Background: an optimization exercise with open tools, aiming at a short achievable clock period and few clock cycles. Do not read the settings as production practice.
Only simulation tests tie the RTL to the original design; equivalence was not proved.
Power is estimated from default activity; no workload was simulated.

==> design/flow/flow/run.sh <==
#!/bin/bash
set -o pipefail
BASE="sky130_fd_sc_hd__probe_p_8 sky130_fd_sc_hd__probec_p_8 sky130_fd_sc_hd__lpflow_bleeder_1 sky130_fd_sc_hd__lpflow_clkbufkapwr_1 sky130_fd_sc_hd__lpflow_clkbufkapwr_16 sky130_fd_sc_hd__lpflow_clkbufkapwr_2 sky130_fd_sc_hd__lpflow_clkbufkapwr_4 sky130_fd_sc_hd__lpflow_clkbufkapwr_8 sky130_fd_sc_hd__lpflow_clkinvkapwr_1 sky130_fd_sc_hd__lpflow_clkinvkapwr_16 sky130_fd_sc_hd__lpflow_clkinvkapwr_2 sky130_fd_sc_hd__lpflow_clkinvkapwr_4 sky130_fd_sc_hd__lpflow_clkinvkapwr_8 sky130_fd_sc_hd__lpflow_decapkapwr_12 sky130_fd_sc_hd__lpflow_decapkapwr_3 sky130_fd_sc_hd__lpflow_decapkapwr_4 sky130_fd_sc_hd__lpflow_decapkapwr_6 sky130_fd_sc_hd__lpflow_decapkapwr_8 sky130_fd_sc_hd__lpflow_inputiso0n_1 sky130_fd_sc_hd__lpflow_inputiso0p_1 sky130_fd_sc_hd__lpflow_inputiso1n_1 sky130_fd_sc_hd__lpflow_inputiso1p_1 sky130_fd_sc_hd__lpflow_inputisolatch_1 sky130_fd_sc_hd__lpflow_isobufsrc_1 sky130_fd_sc_hd__lpflow_isobufsrc_16 sky130_fd_sc_hd__lpflow_isobufsrc_2 sky130_fd_sc_hd__lpflow_isobufsrc_4 sky130_fd_sc_hd__lpflow_isobufsrc_8 sky130_fd_sc_hd__lpflow_isobufsrckapwr_16 sky130_fd_sc_hd__lpflow_lsbuf_lh_hl_isowell_tap_1 sky130_fd_sc_hd__lpflow_lsbuf_lh_hl_isowell_tap_2 sky130_fd_sc_hd__lpflow_lsbuf_lh_hl_isowell_tap_4 sky130_fd_sc_hd__lpflow_lsbuf_lh_isowell_4 sky130_fd_sc_hd__lpflow_lsbuf_lh_isowell_tap_1 sky130_fd_sc_hd__lpflow_lsbuf_lh_isowell_tap_2 sky130_fd_sc_hd__lpflow_lsbuf_lh_isowell_tap_4"
SLOW="sky130_fd_sc_hd__nor4_* sky130_fd_sc_hd__nor4b_* sky130_fd_sc_hd__nor4bb_* sky130_fd_sc_hd__or4_* sky130_fd_sc_hd__or4b_* sky130_fd_sc_hd__or4bb_* sky130_fd_sc_hd__o41a_* sky130_fd_sc_hd__o41ai_* sky130_fd_sc_hd__a2111o_* sky130_fd_sc_hd__a2111oi_* sky130_fd_sc_hd__xor3_* sky130_fd_sc_hd__xnor3_* sky130_fd_sc_hd__o32a_* sky130_fd_sc_hd__o32ai_* sky130_fd_sc_hd__o311a_* sky130_fd_sc_hd__o311ai_* sky130_fd_sc_hd__o2111a_* sky130_fd_sc_hd__o2111ai_* sky130_fd_sc_hd__dlygate* sky130_fd_sc_hd__dlymetal* sky130_fd_sc_hd__clkdlybuf* sky130_fd_sc_hd__fa_* sky130_fd_sc_hd__ha_* sky130_fd_sc_hd__nor3_* sky130_fd_sc_hd__or3_* sky130_fd_sc_hd__a222oi_* sky130_fd_sc_hd__nor3b_* sky130_fd_sc_hd__or3b_* sky130_fd_sc_hd__a311o_* sky130_fd_sc_hd__a311oi_* sky130_fd_sc_hd__o221ai_* sky130_fd_sc_hd__o221a_*"
bash standard.sh SETUP_SLACK_MARGIN=6.3 "DONT_USE_CELLS=$BASE $SLOW" finish > standard.log 2>&1
==> design/flow/standard.sh <==
#!/bin/bash
# synth_recipe.tcl (not shown) runs the flow's synth.tcl, then flattens the netlist and writes it again
# the make line also repeats each setting of config.mk as NAME=value (left out here)
make -C /OpenROAD-flow-scripts/flow DESIGN_CONFIG=/design/flow/config.mk WORK_HOME=/design/flow/orfs CLKGATE_MAP_FILE= SYNTH_SCRIPT=/design/flow/synth_recipe.tcl "${@:-finish}"
==> design/flow/config.mk <==
export PLATFORM = sky130hd
export DESIGN_NAME = pipelineCore
export DESIGN_NICKNAME = pipelineCore
export VERILOG_FILES = /design/flow/design.v
export SDC_FILE = /design/flow/constraint.sdc
export NUM_CORES = 8
export LEC_CHECK = 0
export ABC_CLOCK_PERIOD_IN_PS = 2500
export CAP_MARGIN = 60
export CORE_MARGIN = 2
export CORE_UTILIZATION = 45
export SLEW_MARGIN = 60
==> design/flow/constraint.sdc <==
create_clock -name core_clock -period 10.0 [get_ports {clk}]
set_input_delay 2.0000 -clock core_clock [delete_from_list [all_inputs] [get_ports {clk}]]
set_output_delay 2.0000 -clock core_clock [all_outputs]
set_load 0.01 [all_outputs]
==> design/flow/design.v <==
`default_nettype none
package isaPkg;
    typedef enum logic [5:0] {
        opAlu  = 6'h00,   
        opAddi = 6'h08,
        opLw   = 6'h23,
        opSw   = 6'h2b,
        opBeqz = 6'h04,
        opBltz = 6'h01,
        opJ    = 6'h02    
    } opcodeT;
    typedef enum logic [3:0] {
        aluAdd = 4'h0,
        aluSub = 4'h1,
        aluAnd = 4'h2,
        aluOr  = 4'h3,
        aluXor = 4'h4,
        aluSlt = 4'h5     
    } aluFuncT;
    typedef struct packed {
        opcodeT      opcode;
        logic [4:0]  rd;
        logic [4:0]  rs;
        logic [4:0]  rt;
        logic [6:0]  spare;   
        aluFuncT     func;
    } rTypeT;
    typedef struct packed {
        opcodeT      opcode;
        logic [4:0]  rd;      
        logic [4:0]  rs;
        logic [15:0] imm;
    } iTypeT;
    typedef union packed {
        rTypeT r;
        iTypeT i;
    } instrWordT;
    localparam instrWordT instrNop = '0;   
endpackage
`default_nettype wire
`default_nettype none
package corePkg;
    localparam int dataWidth    = 32;
    localparam int regAddrWidth = 5;
    localparam int numRegs      = 32;
    localparam int dataMemDepth     = 64;
    localparam int dataMemAddrWidth = $clog2(dataMemDepth);
    localparam int btbEntries  = 32;
    localparam int btbIdxWidth = $clog2(btbEntries);
    localparam int btbTagWidth = 5;    
    typedef struct packed {
        logic sub;      
        logic selSum;   
        logic selSlt;   
        logic selAnd;
        logic selOr;
        logic selXor;
        logic selLoad;  
    } aluCtlT;
endpackage
`default_nettype wire
`timescale 1ns/1ns
`default_nettype none
module fetchStage (
    input  wire logic                           clk,
    input  wire logic                           rstN,
    input  wire logic                           redirectE,
    input  wire logic [corePkg::dataWidth-1:0]  targetE,
    input  wire logic                           redirectD,
    input  wire logic [corePkg::dataWidth-1:0]  targetD,
    input  wire logic                           dirWrite,
    input  wire logic                           dirTaken,
    input  wire logic [11:2]                    dirPc,
    output logic      [corePkg::dataWidth-1:0]  fetchAddr,
    input  wire logic [31:0]                    fetchInstr,
    output logic                                dValid,
    output logic      [31:0]                    dInstr,
    output logic      [corePkg::dataWidth-1:0]  dPc,
    output logic                                dPredTaken,
    output logic      [corePkg::dataWidth-1:2]  dTarget
);
    localparam int W  = corePkg::dataWidth;
    localparam int N  = corePkg::btbEntries;
    localparam int IW = corePkg::btbIdxWidth;
    localparam int TW = corePkg::btbTagWidth;
    logic [W-1:0]   pc, pcInv, pcOut, pcNext;
    logic [11:2]    pcLook;
    logic [W-1:2]   pcPlus4, targetJ, targetB, target;
    logic [N-1:0]   dirValid, dirBit, match;
    logic [TW-1:0]  dirTag   [N];
    logic [IW-1:0]  wrIdx;
    logic           lookTaken, lookNotTaken;
    logic [5:0]     opcode;
    logic           isJ, isBr, predTaken;
    assign fetchAddr = pcOut;   
    assign pc        = ~pcInv;
    assign pcPlus4   = pc[W-1:2] + (W-2)'(1);
    always_comb begin
        for (int e = 0; e < N; e++) begin
            match[e] = dirValid[e] && pcLook[IW+1:2] == IW'(e)
                       && dirTag[e] == pcLook[IW+TW+1:IW+2];
        end
    end
    assign lookTaken    = |(match & dirBit);
    assign lookNotTaken = |(match & ~dirBit);
    assign opcode = fetchInstr[31:26];
    assign isJ    = opcode == isaPkg::opJ;
    assign isBr   = opcode == isaPkg::opBeqz || opcode == isaPkg::opBltz;
    prefixAdder #(.W(W-2)) i_addJ (
        .a   (pc[W-1:2]),
        .b   ({{(W-28){fetchInstr[25]}}, fetchInstr[25:0]}),
        .cin (1'b0),
        .sum (targetJ)
    );
    prefixAdder #(.W(W-2)) i_addB (
        .a   (pc[W-1:2]),
        .b   ({{(W-18){fetchInstr[15]}}, fetchInstr[15:0]}),
        .cin (1'b0),
        .sum (targetB)
    );
    assign predTaken = isJ || (isBr && (lookTaken || (!lookNotTaken && fetchInstr[15])));
    assign target    = ({(W-2){isJ}} & targetJ) | ({(W-2){!isJ}} & targetB);
    always_comb begin
        if (redirectE || redirectD) pcNext = redirectE ? targetE : targetD;
        else                        pcNext = {({(W-2){isJ}} & targetJ)
                               | ({(W-2){isBr && !isJ && predTaken}} & targetB)
                               | ({(W-2){!predTaken}} & pcPlus4), 2'b00};
    end
    always_ff @(posedge clk or negedge rstN) begin
        if (!rstN) begin
            pcOut  <= '0;
            pcInv  <= '1;
            dValid <= 1'b0;
        end else begin
            pcOut  <= pcNext;
            pcInv  <= ~pcNext;
            dValid <= !redirectE && !redirectD;   
        end
    end
    always_ff @(posedge clk) begin
        pcLook <= pcNext[11:2];
    end
    always_ff @(posedge clk) begin
        dInstr     <= fetchInstr;
        dPc        <= pc;
        dPredTaken <= predTaken;
        dTarget    <= target;
    end
    assign wrIdx = dirPc[IW+1:2];
    always_ff @(posedge clk or negedge rstN) begin
        if (!rstN) begin
            dirValid <= '0;
        end else if (dirWrite) begin
            dirValid[wrIdx] <= 1'b1;
        end
    end
    always_ff @(posedge clk) begin
        if (dirWrite) begin
            dirTag[wrIdx] <= dirPc[IW+TW+1:IW+2];
            dirBit[wrIdx] <= dirTaken;
        end
    end
endmodule
`default_nettype wire
`timescale 1ns/1ns
`default_nettype none
module registerFile (
    input  wire logic                              clk,
    input  wire logic                              rstN,
    input  wire logic [corePkg::regAddrWidth-1:0]  readAddrA,
    input  wire logic [corePkg::regAddrWidth-1:0]  readAddrB,
    input  wire logic [corePkg::regAddrWidth-1:0]  readAddrC,
    output logic      [corePkg::dataWidth-1:0]     readDataA,
    output logic                                   readZeroA,    
    output logic      [corePkg::dataWidth-1:0]     readDataB,
    output logic      [corePkg::dataWidth-1:0]     readDataC,
    input  wire logic                              writeEnable,
    input  wire logic [corePkg::regAddrWidth-1:0]  writeAddr,
    input  wire logic [corePkg::dataWidth-1:0]     writeData,
    input  wire logic                              writeZero     
);
    logic [corePkg::dataWidth-1:0] regs    [corePkg::numRegs];
    logic [corePkg::numRegs-1:0]   written, isZero;
    always_ff @(posedge clk or negedge rstN) begin
        if (!rstN) begin
            written <= '0;
        end else if (writeEnable && writeAddr != '0) begin
            written[writeAddr] <= 1'b1;
        end
    end
    always_ff @(posedge clk) begin
        if (writeEnable && writeAddr != '0) begin
            regs[writeAddr]   <= writeData;
            isZero[writeAddr] <= writeZero;   
        end
    end
    assign readDataA = written[readAddrA] ? regs[readAddrA] : '0;
    assign readZeroA = !written[readAddrA] || isZero[readAddrA];
    assign readDataB = written[readAddrB] ? regs[readAddrB] : '0;
    assign readDataC = written[readAddrC] ? regs[readAddrC] : '0;
endmodule
`default_nettype wire
`timescale 1ns/1ns
`default_nettype none
module hazardUnit (
    input  wire logic [corePkg::regAddrWidth-1:0]  srcA,
    input  wire logic [corePkg::regAddrWidth-1:0]  srcB,
    input  wire logic [corePkg::regAddrWidth-1:0]  srcC,
    input  wire logic [corePkg::regAddrWidth-1:0]  eDest,
    input  wire logic                              eRegWrite,    
    input  wire logic [corePkg::regAddrWidth-1:0]  wbDest,
    input  wire logic                              wbEnable,     
    output logic                                   fwdA,         
    output logic                                   fwdB,
    output logic                                   fwdC,
    output logic                                   bypA,         
    output logic                                   bypB,
    output logic                                   bypC
);
    assign fwdA = eRegWrite && eDest == srcA;
    assign fwdB = eRegWrite && eDest == srcB;
    assign fwdC = eRegWrite && eDest == srcC;
    assign bypA = wbEnable && wbDest == srcA;
    assign bypB = wbEnable && wbDest == srcB;
    assign bypC = wbEnable && wbDest == srcC;
endmodule
`default_nettype wire
`timescale 1ns/1ns
`default_nettype none
module decodeStage (
    input  wire logic                              clk,
    input  wire logic                              rstN,
    input  wire logic                              dValid,
    input  wire logic [31:0]                       dInstr,
    input  wire logic [corePkg::dataWidth-1:0]     dPc,
    input  wire logic                              dPredTaken,
    input  wire logic [corePkg::dataWidth-1:2]     dTarget,
    input  wire logic                              redirectE,
    input  wire logic                              wbEnable,
    input  wire logic [corePkg::regAddrWidth-1:0]  wbDest,
    input  wire logic [corePkg::dataWidth-1:0]     wbData,
    input  wire logic                              wbZero,
    output logic                                   redirectD,
    output logic      [corePkg::dataWidth-1:0]     targetD,
    output logic                                   eValid,
    output logic                                   eRegWrite,
    output logic                                   eMemWrite,
    output logic                                   eIsBeqz,
    output logic                                   eIsBltz,
    output logic                                   eIsJ,
    output logic                                   ePredTaken,
    output logic      [corePkg::regAddrWidth-1:0]  eDest,
    output corePkg::aluCtlT                        eAluCtl,
    output logic      [corePkg::dataWidth-1:0]     eOpA,
    output logic      [corePkg::dataWidth-1:0]     eOpB,
    output logic      [corePkg::dataWidth-1:0]     eOpC,
    output logic                                   eAZero,
    output logic      [corePkg::dataMemDepth-1:0]  eMemSel,
    output logic      [95:0]                       eMemTable,
    output logic                                   eFwdA,
    output logic                                   eFwdMem,
    output logic                                   eFwdBr,
    output logic                                   eFwdB,
    output logic                                   eFwdC,
    output logic      [corePkg::dataWidth-1:2]     eRecover,
    output logic      [11:2]                       ePc
);
    localparam int W = corePkg::dataWidth;
    logic [5:0]   opcode;
    logic [4:0]   rd, rs, rt;
    logic         isAlu, isAddi, isLw, isSw, isBeqz, isBltz, isJ;
    logic         useB, regWrite;
    logic [W-1:0] immExt;
    logic [W-1:2] pcPlus4;
    logic [corePkg::dataMemDepth-1:0] memSel;
    logic [95:0]  memTable;
    logic [W-1:0] regA, regB, regC, valA, valB, valC;
    logic         regZeroA, zeroA, takenD, resolveD;
    logic         fwdA, fwdB, fwdC, bypA, bypB, bypC;
    corePkg::aluCtlT aluCtl;
    assign opcode = dInstr[31:26];
    assign rd     = dInstr[25:21];
    assign rs     = dInstr[20:16];
    assign rt     = dInstr[15:11];
    assign isAlu  = opcode == isaPkg::opAlu;
    assign isAddi = opcode == isaPkg::opAddi;
    assign isLw   = opcode == isaPkg::opLw;
    assign isSw   = opcode == isaPkg::opSw;
    assign isBeqz = opcode == isaPkg::opBeqz;
    assign isBltz = opcode == isaPkg::opBltz;
    assign isJ    = opcode == isaPkg::opJ;
    assign useB     = isAlu;
    assign regWrite = (isAlu || isAddi || isLw) && rd != '0;
    always_comb begin
        aluCtl        = '0;
        aluCtl.selSum = 1'b1;   
        if (isLw) begin
            aluCtl.selSum  = 1'b0;
            aluCtl.selLoad = 1'b1;
        end else if (isAlu) begin
            case (dInstr[3:0])
                4'h1: aluCtl.sub = 1'b1;
                4'h2: begin aluCtl.selSum = 1'b0; aluCtl.selAnd = 1'b1; end
                4'h3: begin aluCtl.selSum = 1'b0; aluCtl.selOr  = 1'b1; end
                4'h4: begin aluCtl.selSum = 1'b0; aluCtl.selXor = 1'b1; end
                4'h5: begin aluCtl.selSum = 1'b0; aluCtl.selSlt = 1'b1; aluCtl.sub = 1'b1; end
                default: ;
            endcase
        end
    end
    registerFile i_registerFile (
        .clk         (clk),
        .rstN        (rstN),
        .readAddrA   (rs),
        .readAddrB   (rt),
        .readAddrC   (rd),
        .readDataA   (regA),
        .readZeroA   (regZeroA),
        .readDataB   (regB),
        .readDataC   (regC),
        .writeEnable (wbEnable),
        .writeAddr   (wbDest),
        .writeData   (wbData),
        .writeZero   (wbZero)
    );
    hazardUnit i_hazardUnit (
        .srcA      (rs),
        .srcB      (rt),
        .srcC      (rd),
        .eDest     (eDest),
        .eRegWrite (eRegWrite),
        .wbDest    (wbDest),
        .wbEnable  (wbEnable),
        .fwdA      (fwdA),
        .fwdB      (fwdB),
        .fwdC      (fwdC),
        .bypA      (bypA),
        .bypB      (bypB),
        .bypC      (bypC)
    );
    assign valA = bypA ? wbData : regA;
    assign valB = bypB ? wbData : regB;
    assign valC = bypC ? wbData : regC;
    assign zeroA     = bypA ? wbZero : regZeroA;
    assign takenD    = isBeqz ? zeroA : valA[W-1];
    assign resolveD  = (isBeqz || isBltz) && !fwdA;
    assign redirectD = dValid && resolveD && takenD != dPredTaken && !redirectE;
    assign targetD   = {dPredTaken ? pcPlus4 : dTarget, 2'b00};
    assign immExt  = {{(W-16){dInstr[15]}}, dInstr[15:0]};
    sumDecode i_memDecode (
        .base   (valA[7:0]),
        .offset (dInstr[7:0]),
        .sel    (memSel)
    );
    sumDecodePrep i_memPrep (
        .offset (dInstr[7:0]),
        .table_ (memTable)
    );
    assign pcPlus4 = dPc[W-1:2] + (W-2)'(1);
    always_ff @(posedge clk or negedge rstN) begin
        if (!rstN) begin
            eValid     <= 1'b0;
            eRegWrite  <= 1'b0;
            eMemWrite  <= 1'b0;
            eIsBeqz    <= 1'b0;
            eIsBltz    <= 1'b0;
            eIsJ       <= 1'b0;
            ePredTaken <= 1'b0;
            eDest      <= '0;
        end else if (!dValid || redirectE) begin
            eValid     <= 1'b0;   
            eRegWrite  <= 1'b0;
            eMemWrite  <= 1'b0;
            eIsBeqz    <= 1'b0;
            eIsBltz    <= 1'b0;
            eIsJ       <= 1'b0;
            ePredTaken <= 1'b0;
            eDest      <= '0;
        end else begin
            eValid     <= 1'b1;
            eRegWrite  <= regWrite;
            eMemWrite  <= isSw;
            eIsBeqz    <= isBeqz;
            eIsBltz    <= isBltz;
            eIsJ       <= isJ;
            ePredTaken <= resolveD ? takenD : dPredTaken;
            eDest      <= rd;
        end
    end
    always_ff @(posedge clk) begin
        eAluCtl  <= aluCtl;
        eOpA     <= valA;
        eOpB     <= useB ? valB : immExt;
        eOpC     <= valC;
        eAZero   <= bypA ? wbZero : regA == '0;
        eMemSel  <= memSel;
        eMemTable <= memTable;
        eFwdA    <= fwdA;
        eFwdMem  <= fwdA && (isLw || isSw);   
        eFwdBr   <= fwdA && (isBeqz || isBltz);   
        eFwdB    <= useB && fwdB;
        eFwdC    <= fwdC;
        eRecover <= dPredTaken ? pcPlus4 : dTarget;   
        ePc      <= dPc[11:2];
    end
endmodule
`default_nettype wire
`timescale 1ns/1ns
`default_nettype none
module prefixAdder #(
    parameter int W = 32
) (
    input  wire logic [W-1:0] a,
    input  wire logic [W-1:0] b,
    input  wire logic         cin,
    output logic      [W-1:0] sum
);
    localparam int L = $clog2(W);
    logic [W-1:0] p, g;
    logic [W-1:0] gl [L+1];
    logic [W-1:0] pl [L+1];
    logic [W:0]   carry;
    assign p = a ^ b;
    assign g = a & b;
    always_comb begin
        gl[0]    = g;
        pl[0]    = p;
        gl[0][0] = g[0] | (p[0] & cin);
        for (int l = 1; l <= L; l++) begin
            for (int i = 0; i < W; i++) begin
                if (i >= (1 << (l - 1))) begin
                    gl[l][i] = gl[l-1][i] | (pl[l-1][i] & gl[l-1][i - (1 << (l - 1))]);
                    pl[l][i] = pl[l-1][i] & pl[l-1][i - (1 << (l - 1))];
                end else begin
                    gl[l][i] = gl[l-1][i];
                    pl[l][i] = pl[l-1][i];
                end
            end
        end
    end
    assign carry = {gl[L], cin};
    assign sum   = p ^ carry[W-1:0];
endmodule
module executeStage (
    input  wire logic                              clk,
    input  wire logic                              rstN,
    input  wire logic                              eValid,
    input  wire logic                              eRegWrite,
    input  wire logic                              eMemWrite,
    input  wire logic                              eIsBeqz,
    input  wire logic                              eIsBltz,
    input  wire logic                              eIsJ,
    input  wire logic                              ePredTaken,
    input  wire logic [corePkg::regAddrWidth-1:0]  eDest,
    input  wire corePkg::aluCtlT                   eAluCtl,
    input  wire logic [corePkg::dataWidth-1:0]     eOpA,
    input  wire logic [corePkg::dataWidth-1:0]     eOpB,
    input  wire logic [corePkg::dataWidth-1:0]     eOpC,
    input  wire logic                              eAZero,
    input  wire logic [corePkg::dataMemDepth-1:0]  eMemSel,
    input  wire logic [95:0]                       eMemTable,
    input  wire logic                              eFwdA,
    input  wire logic                              eFwdMem,      
    input  wire logic                              eFwdBr,       
    input  wire logic                              eFwdB,
    input  wire logic                              eFwdC,
    input  wire logic [corePkg::dataWidth-1:2]     eRecover,
    input  wire logic [11:2]                       ePc,
    output logic                                   redirectE,
    output logic      [corePkg::dataWidth-1:0]     targetE,
    output logic                                   dirWrite,
    output logic                                   dirTaken,
    output logic      [11:2]                       dirPc,
    output logic                                   wbEnable,
    output logic      [corePkg::regAddrWidth-1:0]  wbDest,
    output logic      [corePkg::dataWidth-1:0]     wbData,
    output logic      [corePkg::regAddrWidth-1:0]  wbDestOut,     
    output logic      [corePkg::dataWidth-1:0]     wbDataOut,
    output logic                                   wbZero        
);
    localparam int W = corePkg::dataWidth;
    logic [W-1:0] a, b, c, bAdd, sum, loadData, result;
    logic         slt, aZero, aNeg, sumZero, loadZero, resultZero;
    logic [corePkg::dataMemDepth-1:0] fwdSel, memSel;
    assign a = eFwdA ? wbData : eOpA;
    assign b = eFwdB ? wbData : eOpB;
    assign c = eFwdC ? wbData : eOpC;
    assign bAdd = eAluCtl.sub ? ~b : b;
    prefixAdder #(.W(W)) i_adder (
        .a   (a),
        .b   (bAdd),
        .cin (eAluCtl.sub),
        .sum (sum)
    );
    assign slt = (a[W-1] != b[W-1]) ? a[W-1] : sum[W-1];
    sumDecodeLook i_fwdDecode (
        .base   (wbData[7:0]),
        .table_ (eMemTable),
        .sel    (fwdSel)
    );
    assign memSel = eFwdMem ? fwdSel : eMemSel;
    memoryStage i_memoryStage (
        .clk         (clk),
        .rstN        (rstN),
        .sel         (memSel),
        .writeEnable (eValid && eMemWrite),
        .writeData   (c),
        .readData    (loadData),
        .readZero    (loadZero)
    );
    assign result = ({W{eAluCtl.selSum}}  & sum)
                  | ({W{eAluCtl.selAnd}}  & (a & b))
                  | ({W{eAluCtl.selOr}}   & (a | b))
                  | ({W{eAluCtl.selXor}}  & (a ^ b))
                  | ({W{eAluCtl.selLoad}} & loadData)
                  | {{(W-1){1'b0}}, eAluCtl.selSlt && slt};
    always_comb begin
        sumZero = 1'b1;
        for (int i = 0; i < W; i++) begin
            sumZero = sumZero & ((a[i] ^ bAdd[i]) == (i == 0 ? eAluCtl.sub : (a[i-1] | bAdd[i-1])));
        end
    end
    assign resultZero = (eAluCtl.selSum  && sumZero)
                     || (eAluCtl.selAnd  && (a & b) == '0)
                     || (eAluCtl.selOr   && (a | b) == '0)
                     || (eAluCtl.selXor  && a == b)
                     || (eAluCtl.selLoad && loadZero)
                     || (eAluCtl.selSlt  && !slt);
    assign aZero     = eFwdBr ? wbZero : eAZero;
    assign aNeg      = eFwdBr ? wbData[W-1] : eOpA[W-1];
    assign redirectE = eValid && ((eIsBeqz && aZero != ePredTaken)
                               || (eIsBltz && aNeg != ePredTaken)
                               || (eIsJ && !ePredTaken));
    assign targetE   = {eRecover, 2'b00};
    assign dirWrite  = eValid && (eIsBeqz || eIsBltz);
    assign dirTaken  = eIsBeqz ? aZero : aNeg;
    assign dirPc     = ePc;
    always_ff @(posedge clk or negedge rstN) begin
        if (!rstN) begin
            wbEnable  <= 1'b0;
            wbDestOut <= '0;
            wbDataOut <= '0;
        end else begin
            wbEnable  <= eRegWrite;
            wbDestOut <= eDest;
            wbDataOut <= result;
        end
    end
    always_ff @(posedge clk) begin
        wbDest <= eDest;
        wbData <= result;
        wbZero <= resultZero;
    end
endmodule
`default_nettype wire
`timescale 1ns/1ns
`default_nettype none
module sumDecode (
    input  wire logic [7:0]                        base,
    input  wire logic [7:0]                        offset,
    output logic      [corePkg::dataMemDepth-1:0]  sel
);
    logic [5:0] x, cLow, cHigh;
    logic       c2;
    assign c2 = (base[1] & offset[1]) | ((base[1] ^ offset[1]) & base[0] & offset[0]);
    always_comb begin
        for (int j = 0; j < 6; j++) begin
            x[j] = base[j+2] ^ offset[j+2];
            if (j == 0) begin
                cLow[j]  = c2;
                cHigh[j] = c2;
            end else begin
                cLow[j]  = base[j+1] | offset[j+1];   
                cHigh[j] = base[j+1] & offset[j+1];   
            end
        end
        for (int k = 0; k < corePkg::dataMemDepth; k++) begin
            sel[k] = 1'b1;
            for (int j = 0; j < 6; j++) begin
                if (j > 0 && k[j-1])
                    sel[k] = sel[k] & ((x[j] ^ k[j]) == cHigh[j]);
                else
                    sel[k] = sel[k] & ((x[j] ^ k[j]) == cLow[j]);
            end
        end
    end
endmodule
module sumDecodePrep (
    input  wire logic [7:0]  offset,
    output logic      [95:0] table_
);
    always_comb begin
        for (int k = 0; k < 2; k++) begin
            for (int b = 0; b < 8; b++) begin
                table_[k*8 + b] = ((b[2] ^ offset[2] ^ k[0]) ==
                    ((b[1] & offset[1]) | ((b[1] ^ offset[1]) & b[0] & offset[0])));
            end
        end
        for (int j = 1; j < 6; j++) begin
            for (int kj = 0; kj < 2; kj++) begin
                for (int kp = 0; kp < 2; kp++) begin
                    for (int b = 0; b < 4; b++) begin
                        table_[16 + (j-1)*16 + kj*8 + kp*4 + b] =
                            ((b[1] ^ offset[j+2] ^ kj[0]) ==
                             (kp[0] ? (b[0] & offset[j+1]) : (b[0] | offset[j+1])));
                    end
                end
            end
        end
    end
endmodule
module sumDecodeLook (
    input  wire logic [7:0]                        base,
    input  wire logic [95:0]                       table_,
    output logic      [corePkg::dataMemDepth-1:0]  sel
);
    logic [1:0] term0;
    logic [3:0] term [1:5];   
    always_comb begin
        for (int k = 0; k < 2; k++) begin
            term0[k] = table_[k*8 + base[2:0]];
        end
        for (int j = 1; j < 6; j++) begin
            for (int c = 0; c < 4; c++) begin
                term[j][c] = table_[16 + (j-1)*16 + c*4 + {base[j+2], base[j+1]}];
            end
        end
        for (int k = 0; k < corePkg::dataMemDepth; k++) begin
            sel[k] = term0[k[0]];
            for (int j = 1; j < 6; j++) begin
                sel[k] = sel[k] & term[j][{k[j], k[j-1]}];
            end
        end
    end
endmodule
module memoryStage (
    input  wire logic                              clk,
    input  wire logic                              rstN,
    input  wire logic [corePkg::dataMemDepth-1:0]  sel,
    input  wire logic                              writeEnable,
    input  wire logic [corePkg::dataWidth-1:0]     writeData,
    output logic      [corePkg::dataWidth-1:0]     readData,
    output logic                                   readZero      
);
    localparam int D = corePkg::dataMemDepth;
    logic [corePkg::dataWidth-1:0] dataMem [D];
    logic [D-1:0]                  written, isZero;
    always_ff @(posedge clk or negedge rstN) begin
        if (!rstN) begin
            written <= '0;
        end else begin
            for (int k = 0; k < D; k++) begin
                if (writeEnable && sel[k]) written[k] <= 1'b1;
            end
        end
    end
    always_ff @(posedge clk) begin
        for (int k = 0; k < D; k++) begin
            if (writeEnable && sel[k]) begin
                dataMem[k] <= writeData;
                isZero[k]  <= writeData == '0;
            end
        end
    end
    always_comb begin
        readData = '0;
        readZero = 1'b0;
        for (int k = 0; k < D; k++) begin
            readData = readData | ({corePkg::dataWidth{sel[k] && written[k]}} & dataMem[k]);
            readZero = readZero | (sel[k] && (!written[k] || isZero[k]));
        end
    end
endmodule
`default_nettype wire
`timescale 1ns/1ns
`default_nettype none
module pipelineCore (
    input  wire logic                              clk,
    input  wire logic                              rstN,
    output logic      [corePkg::dataWidth-1:0]     fetchAddr,
    input  wire isaPkg::instrWordT                 fetchInstr,
    output logic                                   wbEnable,
    output logic      [corePkg::regAddrWidth-1:0]  wbDest,
    output logic      [corePkg::dataWidth-1:0]     wbData
);
    logic [corePkg::regAddrWidth-1:0]  wbDestInt;
    logic [corePkg::dataWidth-1:0]     wbDataInt;
    localparam int W = corePkg::dataWidth;
    logic                              dValid, dPredTaken;
    logic [31:0]                       dInstr;
    logic [W-1:0]                      dPc;
    logic [W-1:2]                      dTarget;
    logic                              redirectE, redirectD;
    logic [W-1:0]                      targetE, targetD;
    logic                              dirWrite, dirTaken;
    logic [11:2]                       dirPc;
    logic                              eValid, eRegWrite, eMemWrite;
    logic                              eIsBeqz, eIsBltz, eIsJ;
    logic                              ePredTaken;
    logic [corePkg::regAddrWidth-1:0]  eDest;
    corePkg::aluCtlT                   eAluCtl;
    logic [W-1:0]                      eOpA, eOpB, eOpC;
    logic                              eAZero, wbZero;
    logic [corePkg::dataMemDepth-1:0]  eMemSel;
    logic [95:0]                       eMemTable;
    logic                              eFwdA, eFwdMem, eFwdBr, eFwdB, eFwdC;
    logic [W-1:2]                      eRecover;
    logic [11:2]                       ePc;
    fetchStage i_fetchStage (
        .clk, .rstN, .redirectE, .targetE, .redirectD, .targetD, .dirWrite, .dirTaken, .dirPc,
        .fetchAddr, .fetchInstr,
        .dValid, .dInstr, .dPc, .dPredTaken, .dTarget
    );
    decodeStage i_decodeStage (
        .clk, .rstN, .dValid, .dInstr, .dPc, .dPredTaken, .dTarget,
        .redirectE, .wbEnable, .wbDest (wbDestInt), .wbData (wbDataInt), .wbZero,
        .redirectD, .targetD,
        .eValid, .eRegWrite, .eMemWrite, .eIsBeqz, .eIsBltz, .eIsJ,
        .ePredTaken, .eDest, .eAluCtl,
        .eOpA, .eOpB, .eOpC, .eAZero, .eMemSel, .eMemTable, .eFwdA, .eFwdMem, .eFwdBr, .eFwdB, .eFwdC,
        .eRecover, .ePc
    );
    executeStage i_executeStage (
        .clk, .rstN, .eValid, .eRegWrite, .eMemWrite,
        .eIsBeqz, .eIsBltz, .eIsJ, .ePredTaken,
        .eDest, .eAluCtl, .eOpA, .eOpB, .eOpC, .eAZero, .eMemSel, .eMemTable,
        .eFwdA, .eFwdMem, .eFwdBr, .eFwdB, .eFwdC, .eRecover, .ePc,
        .redirectE, .targetE, .dirWrite, .dirTaken, .dirPc,
        .wbEnable, .wbDest (wbDestInt), .wbData (wbDataInt), .wbZero,
        .wbDestOut (wbDest), .wbDataOut (wbData)
    );
endmodule
`default_nettype wire
==> summary.txt, run 1 <==
* Post-Syn Area at between 150000 and 200000 sq um
* PD cells at about 190 nW/um^2
* Syn_area_per_cell at ~16 sq um
* GRT Overall Usage at between 30% and 40%
* Number of global-route vias before repair at 115000
* Synth Flop Type: edfxtp_1
* Setup ws final at ~5.8 ns
* First-pass GRT wire length at 970000 microns
* Status: complete, no violations
* Nets@finish at 12000
* DRT Pass-1 Iters at 8
* Most frequent cell after synthesis: edfxtp_1
* Hold Startpoint: i_fetchStage.dPc[8]$_DFF_P_
* Sw Share at about a quarter
* CP Data Arrival Time at between 5 and 6 ns
* Count of buffers from port buffering at a little over 100
* Hold Buf Count CTS at 0
* Final Wtd Congestion at ~0.96
* Total Power at 40400 uW
* Critical path, cell by cell: buf_12, buf_6, mux4_2, buf_1, mux2_4, buf_1, nand4_1, a21boi_4, buf_12, a22oi_2, nand4_1, nor2_1, nand4_1, a221o_2
* Synth warn at 16
* Die Y at 624 microns
* CTS tree: done
* R2r setup slk at 5.76 ns
* Routed WL at slightly above 700000 microns
* Flop pwr share at between 40% and 50%
* Setup Total Neg Slack at 0 ns
* Root Buffer: clkbuf_16
* Final Hold Viols at 0
* Die area at approximately 390000 sq um
* DRT iter0 DRCs at 20600
* DP Worst Slack at 4.45 ns
* Clk Latency, worst-skew pair at ~1.1 ns
* WL/cell at just over 40 microns
* Int Power at slightly below 30000 uW
* Worst setup EP type: flip-flop
* CTS H-tree depth at 5
* Final core utilization at between 50% and 60%
* Kind of critical path: flip-flop to flip-flop
* Dominant cells by area after synthesis: edfxtp_1, mux4_2, dfxtp_1
* Fin crit share at 42.4%
* Worst-margin pin slew at approximately 0.73 ns
* Post-DR vias/cell at about 7
* Worst setup startpoint: i_executeStage.wbData[0]$_DFF_P_
* Placed insts at 15800
* Register bit total from synthesis at around 4000
* CP max FO at 32
* Slowest CP cell: a221o_2
* Slew HR at 51.5%
* Synth top cells by count: edfxtp_1, mux4_2, a22oi_1
* Finish-stage setup viols at 0
* DRC violations left at 0
* Post-DRT Antenna Nets at 0
* Fraction of layout cells with a size suffix above 1 at about a third
* DP HPWL at 428000 microns
* Register area share after synthesis at between 60% and 70%
* Slowest cell delay on critical path at 0.63 ns
* Detailed-route via count at approximately 120k
* VDD IR max at around 0.00018 V
* Die Width at between 600 and 700 microns
* FILL cells at between 20000 and 30000
* Area leader, netlist: edfxtp_1
* Non-Filler Instances at 17400
* Maxcap violations at 0
* CTS Sinks at approximately 4000
* Initial Util at between 40% and 50%
* FFs w/ async S/R, synth at about 6.0%
* Critical R2R Launch: i_executeStage.wbData[0]$_DFF_P_
* Type of origin of the critical path: flip-flop
* CP most frequent cell: nand4_1
* Maximum buffer depth of the clock tree at 4
* Skew final at about 0.13 ns
* Multi-input logic area at 61600 sq um
* Pins Over Slew Limit at 0
* Hold Crit Class: flip-flop to flip-flop
* Leak at 0.0688 uW
* Required time of the critical path at 10.84 ns
* Io pins at about 100
* FMAX at 236 MHz
* Register area at ~110000 sq um
* Largest net degree at the start of global routing at 66
* Area Overhead vs Synth at 22.4%
* Fin crit period at between 4 and 5 ns
* Area share of the largest cell type after synthesis at between 50% and 60%
* Number of flops mapped to enable cells by yosys at ~3400
* RSZ-0062 raised after global routing: yes
* GRT overflow at 0
* Switching power total at around 11000 uW
* Clock transition at path regs at about 0.060 ns
* Clock share of power at 38.4%
* Post-synth cell types at between 80 and 90
* Part of the power in combinational logic at 12.7%
* Initial antenna violation count at 48
* TritonCTS Buffers at around 410
* Core area at roughly 380000 sq um
* Row count at roughly 230
* Post-synthesis cell count at roughly 11000
-- logic make-up after synthesis --
group	Yosys count	share of synthesized area (%)
adders and majority gates	43	0.251
buffers and inverters	822	1.91
xor gates and xnor gates	453	2.31
and+or+nand+nor	2161	6.42
muxes	1326	15.1
AOI/OAI and AO/OA	1922	7.80
DFF	3981	66.2
other	1	0.00217
-- layer usage --
metal  vias to the layer above  global-route usage (%)  wire, microns
met5                         -                   0.247            307
met4                        28                    25.2          64000
met3                      2832                    10.2          99000
met2                     10300                    54.5         317000
met1                     62100                    45.3         242000
li1                      46000                       -              -
-- sequential cells by signal, indices dropped and copies added (netlist names), 32 cells and up --
register	flops
i_decodeStage.eOpC	32
i_decodeStage.eMemSel	64
i_decodeStage.eOpA	32
i_executeStage.i_memoryStage.isZero	64
i_decodeStage.i_registerFile.written	32
i_fetchStage.dInstr	32
i_executeStage.i_memoryStage.written	64
i_fetchStage.dirTag	160
i_fetchStage.dirValid	32
i_executeStage.wbDataOut	32
i_decodeStage.eOpB	32
i_executeStage.i_memoryStage.dataMem	2048
i_decodeStage.i_registerFile.isZero	32
i_decodeStage.i_registerFile.regs	1024
i_executeStage.wbData	32
i_fetchStage.dirBit	32
-- layout by cell type (no fill, tap or decap), drive strengths merged, types with 146 or more instances in the layout --
cell and instances:
nand4 375, o21ai 222, nor2 684, nand2 419
edfxtp 3360, dfxtp 382, dfrtp 209, mux2i 146
a21oi 227, mux4 1020, inv 156, xnor2 357
clkinv 169, buf 1424, a22oi 999, clkbuf 593
mux2 169
-- final timing paths --
path                                                           to  cells past startpoint
max                        i_executeStage.wbDataOut[10]$_DFF_PN0_                     14
min                                  i_decodeStage.ePc[8]$_DFF_P_                      0
max reg2reg                i_executeStage.wbDataOut[10]$_DFF_PN0_                     14
min reg2reg                          i_decodeStage.ePc[8]$_DFF_P_                      0
max in group asynchronous  i_executeStage.wbDataOut[11]$_DFF_PN0_                      4
min in group asynchronous    i_fetchStage.dirValid[7]$_DFFE_PN0P_                      1
-- through the flow --
step,hold WS (ns),cell area (sq um)
final,0.382,212000
after global routing,0.395,212000
after CTS,0.381,209000
after detailed placement,0.371,186000
after global placement,0.366,181000
after floorplan,0.329,174000
-- critical path: cells and delay by family, from the launching register on --
kind,cells,cell delay (ns)
flip-flops,1,0.35
buffers and inverters,5,0.68
multiplexers,2,0.85
AND/OR/NAND/NOR,4,1.01
AO/OA/AOI/OAI,3,1.07
-- final cells by class --
| cell class | count | share of cell area (%) |
|---|---|---|
| flip-flops and latches | 3981 | 54.1 |
| multi-input cells | 5949 | 29.1 |
| repair buffers | 1483 | 7.16 |
| clock buffers | 545 | 5.28 |
| well taps | 5038 | 2.97 |
| clock inverters | 220 | 1.04 |
| inverters | 149 | 0.287 |
| diodes | 30 | 0.0354 |
| repair inverters | 2 | 0.0189 |
-- power groups by stage --
| stage | Combinational, uW | Sequential, uW | Clock, uW |
|---|---|---|---|
| after global routing | 5420 | 19800 | 16100 |
| after detailed placement | 4080 | 20200 | 0 |
| after floorplan | 2850 | 19600 | 0 |
| final | 5150 | 19800 | 15500 |
| after global placement | 3880 | 20200 | 0 |
| after CTS | 4760 | 19800 | 15500 |
-- what timing repair did --
| item | in CTS | in global routing |
|---|---|---|
| resized for setup | 1154 | 463 |
| pin swaps | 396 | 290 |
| buffers inserted | 547 | 177 |
| gates cloned | 53 | 5 |
| hold endpoints to repair | 0 | 0 |
| endpoints found under the setup margin | 314 | 238 |
Testbench counts, summed over its fixed seeds: cycles 61,134.
==> inputs of run 2 (changes only) <==
==> design/flow/flow/run.sh (replaced) <==
#!/bin/bash
set -o pipefail
BASE="sky130_fd_sc_hd__probe_p_8 sky130_fd_sc_hd__probec_p_8 sky130_fd_sc_hd__lpflow_bleeder_1 sky130_fd_sc_hd__lpflow_clkbufkapwr_1 sky130_fd_sc_hd__lpflow_clkbufkapwr_16 sky130_fd_sc_hd__lpflow_clkbufkapwr_2 sky130_fd_sc_hd__lpflow_clkbufkapwr_4 sky130_fd_sc_hd__lpflow_clkbufkapwr_8 sky130_fd_sc_hd__lpflow_clkinvkapwr_1 sky130_fd_sc_hd__lpflow_clkinvkapwr_16 sky130_fd_sc_hd__lpflow_clkinvkapwr_2 sky130_fd_sc_hd__lpflow_clkinvkapwr_4 sky130_fd_sc_hd__lpflow_clkinvkapwr_8 sky130_fd_sc_hd__lpflow_decapkapwr_12 sky130_fd_sc_hd__lpflow_decapkapwr_3 sky130_fd_sc_hd__lpflow_decapkapwr_4 sky130_fd_sc_hd__lpflow_decapkapwr_6 sky130_fd_sc_hd__lpflow_decapkapwr_8 sky130_fd_sc_hd__lpflow_inputiso0n_1 sky130_fd_sc_hd__lpflow_inputiso0p_1 sky130_fd_sc_hd__lpflow_inputiso1n_1 sky130_fd_sc_hd__lpflow_inputiso1p_1 sky130_fd_sc_hd__lpflow_inputisolatch_1 sky130_fd_sc_hd__lpflow_isobufsrc_1 sky130_fd_sc_hd__lpflow_isobufsrc_16 sky130_fd_sc_hd__lpflow_isobufsrc_2 sky130_fd_sc_hd__lpflow_isobufsrc_4 sky130_fd_sc_hd__lpflow_isobufsrc_8 sky130_fd_sc_hd__lpflow_isobufsrckapwr_16 sky130_fd_sc_hd__lpflow_lsbuf_lh_hl_isowell_tap_1 sky130_fd_sc_hd__lpflow_lsbuf_lh_hl_isowell_tap_2 sky130_fd_sc_hd__lpflow_lsbuf_lh_hl_isowell_tap_4 sky130_fd_sc_hd__lpflow_lsbuf_lh_isowell_4 sky130_fd_sc_hd__lpflow_lsbuf_lh_isowell_tap_1 sky130_fd_sc_hd__lpflow_lsbuf_lh_isowell_tap_2 sky130_fd_sc_hd__lpflow_lsbuf_lh_isowell_tap_4"
SLOW="sky130_fd_sc_hd__nor4_* sky130_fd_sc_hd__nor4b_* sky130_fd_sc_hd__nor4bb_* sky130_fd_sc_hd__or4_* sky130_fd_sc_hd__or4b_* sky130_fd_sc_hd__or4bb_* sky130_fd_sc_hd__o41a_* sky130_fd_sc_hd__o41ai_* sky130_fd_sc_hd__a2111o_* sky130_fd_sc_hd__a2111oi_* sky130_fd_sc_hd__xor3_* sky130_fd_sc_hd__xnor3_* sky130_fd_sc_hd__o32a_* sky130_fd_sc_hd__o32ai_* sky130_fd_sc_hd__o311a_* sky130_fd_sc_hd__o311ai_* sky130_fd_sc_hd__o2111a_* sky130_fd_sc_hd__o2111ai_* sky130_fd_sc_hd__dlygate* sky130_fd_sc_hd__dlymetal* sky130_fd_sc_hd__clkdlybuf* sky130_fd_sc_hd__fa_* sky130_fd_sc_hd__ha_* sky130_fd_sc_hd__nor3_* sky130_fd_sc_hd__or3_* sky130_fd_sc_hd__a222oi_* sky130_fd_sc_hd__nor3b_* sky130_fd_sc_hd__or3b_* sky130_fd_sc_hd__a311o_* sky130_fd_sc_hd__a311oi_* sky130_fd_sc_hd__o221ai_* sky130_fd_sc_hd__o221a_* sky130_fd_sc_hd__maj3_*"
bash standard.sh SETUP_SLACK_MARGIN=6.3 "DONT_USE_CELLS=$BASE $SLOW" finish > standard.log 2>&1
==> summary.txt, run 2 <==
* Clk Latency, worst-skew pair at 1.08 ns (about the same)
* Most frequent cells in the layout: edfxtp_1, mux4_2, a22oi_1, nor2_1, clkbuf_16
* Synth Flop Type: edfxtp_1
* Leak at 0.0683 uW (-0.73%)
* TritonCTS Buffers at 404 (-2.2%)
* Largest registers: i_executeStage.i_memoryStage.dataMem: 2048 flops, i_decodeStage.i_registerFile.regs: 1024 flops, i_fetchStage.dirTag: 160 flops
* DRT iter0 DRCs at 19700 (-4.1%)
* Finish-stage setup viols at 0 (unchanged)
* Top reg by flops: i_executeStage.i_memoryStage.dataMem
* Critical path, cell by cell: mux4_2, mux2_4, nand3_2, o2bb2ai_2, and2_4, buf_12, a22oi_1, nand4_1, nor2_2, nand4_1, nand2_1, o211ai_1, buf_6
* Max reg flops at 2048 (unchanged)
* PD cells at 192 nW/um^2 (+0.77%)
* Post-DRT Antenna Nets at 0 (unchanged)
* Part of the power in combinational logic at 12.5% (-0.2 points)
* Register area share after synthesis at 66.4% (+0.20 points)
* DRT Pass-1 Iters at 12 (+4)
* Syn_area_per_cell at 16.2 sq um (+0.12%)
* Synth top cells by count: edfxtp_1, a22oi_1, mux4_2
* FFs w/ async S/R, synth at 6.00% (unchanged)
* FMAX at 237 MHz (+0.20%)
* Core area at 382000 sq um (-0.15%)
* VDD IR max at 0.000161 V (-8.5%)
* Final Wtd Congestion at 0.953 (-0.20%)
* CTS H-tree depth at 5 (unchanged)
* Dominant cells by area after synthesis: edfxtp_1, mux4_2, a22oi_1
* Flop pwr share at 48.8% (about the same)
* CP Data Arrival Time at 5.09 ns (about the same)
* Root Buffer: clkbuf_16
* Count of buffers from port buffering at 101 (unchanged)
* Worst setup EP type: flip-flop
* Nets@finish at 11800 (-1.4%)
* Die Y at 623 microns (-0.15%)
* Number of flops mapped to enable cells by yosys at 3360 (unchanged)
* Slowest cell delay on critical path at 0.54 ns (-0.09 ns)
* Worst-margin pin slew at 0.703 ns (-0.0238 ns)
* First-pass GRT wire length at 954000 microns (-1.7%)
* DP HPWL at 424000 microns (-0.98%)
* Fraction of layout cells with a size suffix above 1 at 33.5% (+0.50 points)
* Post-DR vias/cell at 6.96 (-0.17%)
* CP max FO at 22 (-31%)
* CTS tree: done
* Kind of critical path: flip-flop to flip-flop
* Non-Filler Instances at 17200 (-0.91%)
* Die Width at 623 microns (-0.15%)
* Maximum buffer depth of the clock tree at 4 (unchanged)
* Register bit total from synthesis at 3981 (unchanged)
* Hold Buf Count CTS at 0 (unchanged)
* GRT Overall Usage at 35.6% (-0.54 points)
* RSZ-0062 raised after global routing: yes
* Synth warn at 16 (unchanged)
* CP most frequent cell: nand4_1
* Row count at 227 (unchanged)
* Io pins at 104 (unchanged)
* DRC violations left at 0 (unchanged)
* Post-route cell area at 211000 sq um (-0.53%)
* Most frequent cell after synthesis: edfxtp_1
* Post-synthesis cell count at 10700 (-0.41%)
* Hold Crit Class: flip-flop to flip-flop
* Setup Total Neg Slack at 0 ns (unchanged)
* Pins Over Slew Limit at 0 (unchanged)
* WL/cell at 41.4 microns (-0.33%)
* Clock transition at path regs at 0.06 ns (about the same)
* Skew final at 0.126 ns (-0.00597 ns)
* CTS Sinks at 3981 (unchanged)
* Maxcap violations at 0 (unchanged)
* Initial antenna violation count at 37 (-23%)
* Required time of the critical path at 10.86 ns (+0.02 ns)
* Hold_ws at 0.316 ns (-0.0659 ns)
* GRT overflow at 0 (unchanged)
* Die area at 389000 sq um (-0.29%)
* Slew HR at 52.6% (+1.1 points)
* Area share of the largest cell type after synthesis at 58.4% (+0.17 points)
* Fin crit period at 4.23 ns (-0.00861 ns)
* Int Power at 29900 uW (+0.48%)
* Detailed-route via count at 120000 (-1.1%)
* Fin crit share at 42.3% (-0.086 points)
* Largest net degree at the start of global routing at 66 (unchanged)
* Switching power total at 10600 uW (-0.45%)
* Area leader, netlist: edfxtp_1
* Area Overhead vs Synth at 22.2%
* Post-Syn Area at 173000 sq um (-0.30%)
* Initial Util at 45.2% (-0.067 points)
* Dpl cell area at 185000 sq um (-0.55%)
* Placed insts at 15700 (-0.64%)
* Number of global-route vias before repair at 113000 (-2.0%)
* Clock share of power at 38.7% (+0.3 points)
* Status: complete, no violations
* Slowest CP cell: mux4_2
* Post-synth cell types at 79 (-3.7%)
* Type of origin of the critical path: flip-flop
* Commonest non-fill, non-tap cell in the layout: edfxtp_1
* Routed WL at 713000 microns (-1.2%)
* Final Hold Viols at 0 (unchanged)
* Sw Share at 26.2% (-0.18 points)
==> run 2: cell types whose count changed in the layout (fill, tap and decap cells not counted), sizes merged, moves of 24 or more <==
cell / before / now
a22oi: 999 / 1047
and2: 62 / 101
maj3: 43 / 0
o21a: 31 / 7
o2bb2ai: 1 / 47
buf: 1424 / 1338
and4: 98 / 51
nor2: 684 / 651
nand2b: 64 / 89
==> run 2: power groups by stage <==
stage	clock (uW)	combinational [uW]	sequential [uW]
3_5_place_dp	0	4000	20200
6_report	15700	5080	19700
5_1_grt	16300	5350	19800
4_1_cts	15700	4740	19700
2_1_floorplan	0	2830	19600
3_3_place_gp	0	3820	20200
==> run 2: repair_timing <==
| item | 4_1_cts | 5_1_grt |
|---|---|---|
| cloned | 28 | 8 |
| gates resized for setup | 982 | 593 |
| pin swaps | 347 | 343 |
| endpoints found under the setup margin | 271 | 231 |
| endpoints found under the hold margin | 0 | 0 |
| buffers inserted | 478 | 209 |
==> run 2: per-stage QoR <==
| step | total power [uW] | setup slack, ns | utilization (%) |
|---|---|---|---|
| 3_3_place_gp | 24000 | 4.00 | 47.1 |
| 6_report | 40500 | 5.77 | 55.2 |
| 3_5_place_dp | 24200 | 4.58 | 48.5 |
| 5_1_grt | 41500 | 5.86 | 55.2 |
| 2_1_floorplan | 22500 | 5.42 | - |
| 4_1_cts | 40100 | 6.04 | 54.1 |
==> run 2: cell type report <==
type                            instances  area, sq um
Antenna cell                           42          105
Clock buffer                          522        11000
Clock inverter                        237         2560
Fill cell                           29400       171000
Inverter                              123          508
Multi-Input combinational cell       5885        61000
Sequential cell                      3981       115000
Tap cell                             5038         6300
Timing Repair Buffer                 1411        14600
==> run 2: cell families (layout without fill, tap and decap cells) <==
| kind of cell | count (synthesis) | in the layout | synth area share (%) |
|---|---|---|---|
| simple gates | 2152 | 2152 | 6.39 |
| compound gates | 1915 | 1915 | 7.79 |
| mux | 1325 | 1326 | 15.2 |
| buf+inv | 833 | 2293 | 1.93 |
| xor+xnor | 458 | 458 | 2.35 |
| flops | 3981 | 3981 | 66.4 |
| other cells | 1 | 76 | 0.00217 |
==> run 2: per-layer routing <==
layer / track usage [%] / wire length, microns / vias to the layer above
met5: 0.185 / 179 / -
met4: 22.3 / 57700 / 16
met3: 10.7 / 100000 / 2595
met2: 53.7 / 314000 / 10200
met1: 45.3 / 241000 / 61600
li1: - / - / 45500
==> run 2: worst paths after layout <==
check / startpoint / endpoint / slack (ns) / depth (start not counted)
worst max-delay path: i_executeStage.wbData[0]$_DFF_P_ / i_executeStage.wbDataOut[22]$_DFF_PN0_ / 5.77 / 13
worst min-delay path: i_fetchStage.dPc[7]$_DFF_P_ / i_decodeStage.ePc[7]$_DFF_P_ / 0.32 / 0
worst max register to register: i_executeStage.wbData[0]$_DFF_P_ / i_executeStage.wbDataOut[22]$_DFF_PN0_ / 5.77 / 13
worst min register to register: i_fetchStage.dPc[7]$_DFF_P_ / i_decodeStage.ePc[7]$_DFF_P_ / 0.32 / 0
max in group asynchronous: rstN / i_executeStage.wbDataOut[13]$_DFF_PN0_ / 7.43 / 4
min in group asynchronous: rstN / i_fetchStage.dirValid[15]$_DFFE_PN0P_ / 0.86 / 1
==> run 2: worst max-delay path, delay by kind of cell, from the launching register on <==
kind | cells | cell delay, ns
simple gates | 6 | 1.79
buf+inv | 2 | 0.44
flops | 1 | 0.38
compound gates | 3 | 0.50
mux | 2 | 0.92

## re-timing with driven ports
The flow's constraints put no driver on any port. The routed layouts listed below were extracted and timed again, unchanged, in two steps. Step 1 (the two cells are an assumption about what drives the block):
set clk [get_ports {clk}]
set_driving_cell -lib_cell sky130_fd_sc_hd__clkbuf_16 $clk
set_driving_cell -lib_cell sky130_fd_sc_hd__buf_2 [delete_from_list [all_inputs] $clk]
Step 2 adds t to the input delays and takes it off the output delays; t is the mean of the earliest and latest rising clock arrival at the registers after step 1. Input paths then give back, and output paths get back, about the clock's delay inside the block. Slacks: ideal ports / drivers / drivers and shift; pairs: ideal ports / drivers.
run | shift t [ns] | slack for setup (ns) | latest minus earliest clock arrival (ns)
run 1 | 1.143 | 5.765 / 5.765 / 4.725 | 0.144 / 0.145
run 2 | 1.137 | 5.773 / 5.773 / 5.032 | 0.134 / 0.133
After both steps setup and hold are still met in every run listed. The setup slack of run 1, which loses most, moves by 0.000 ns with the drivers and by -1.040 ns with both steps.
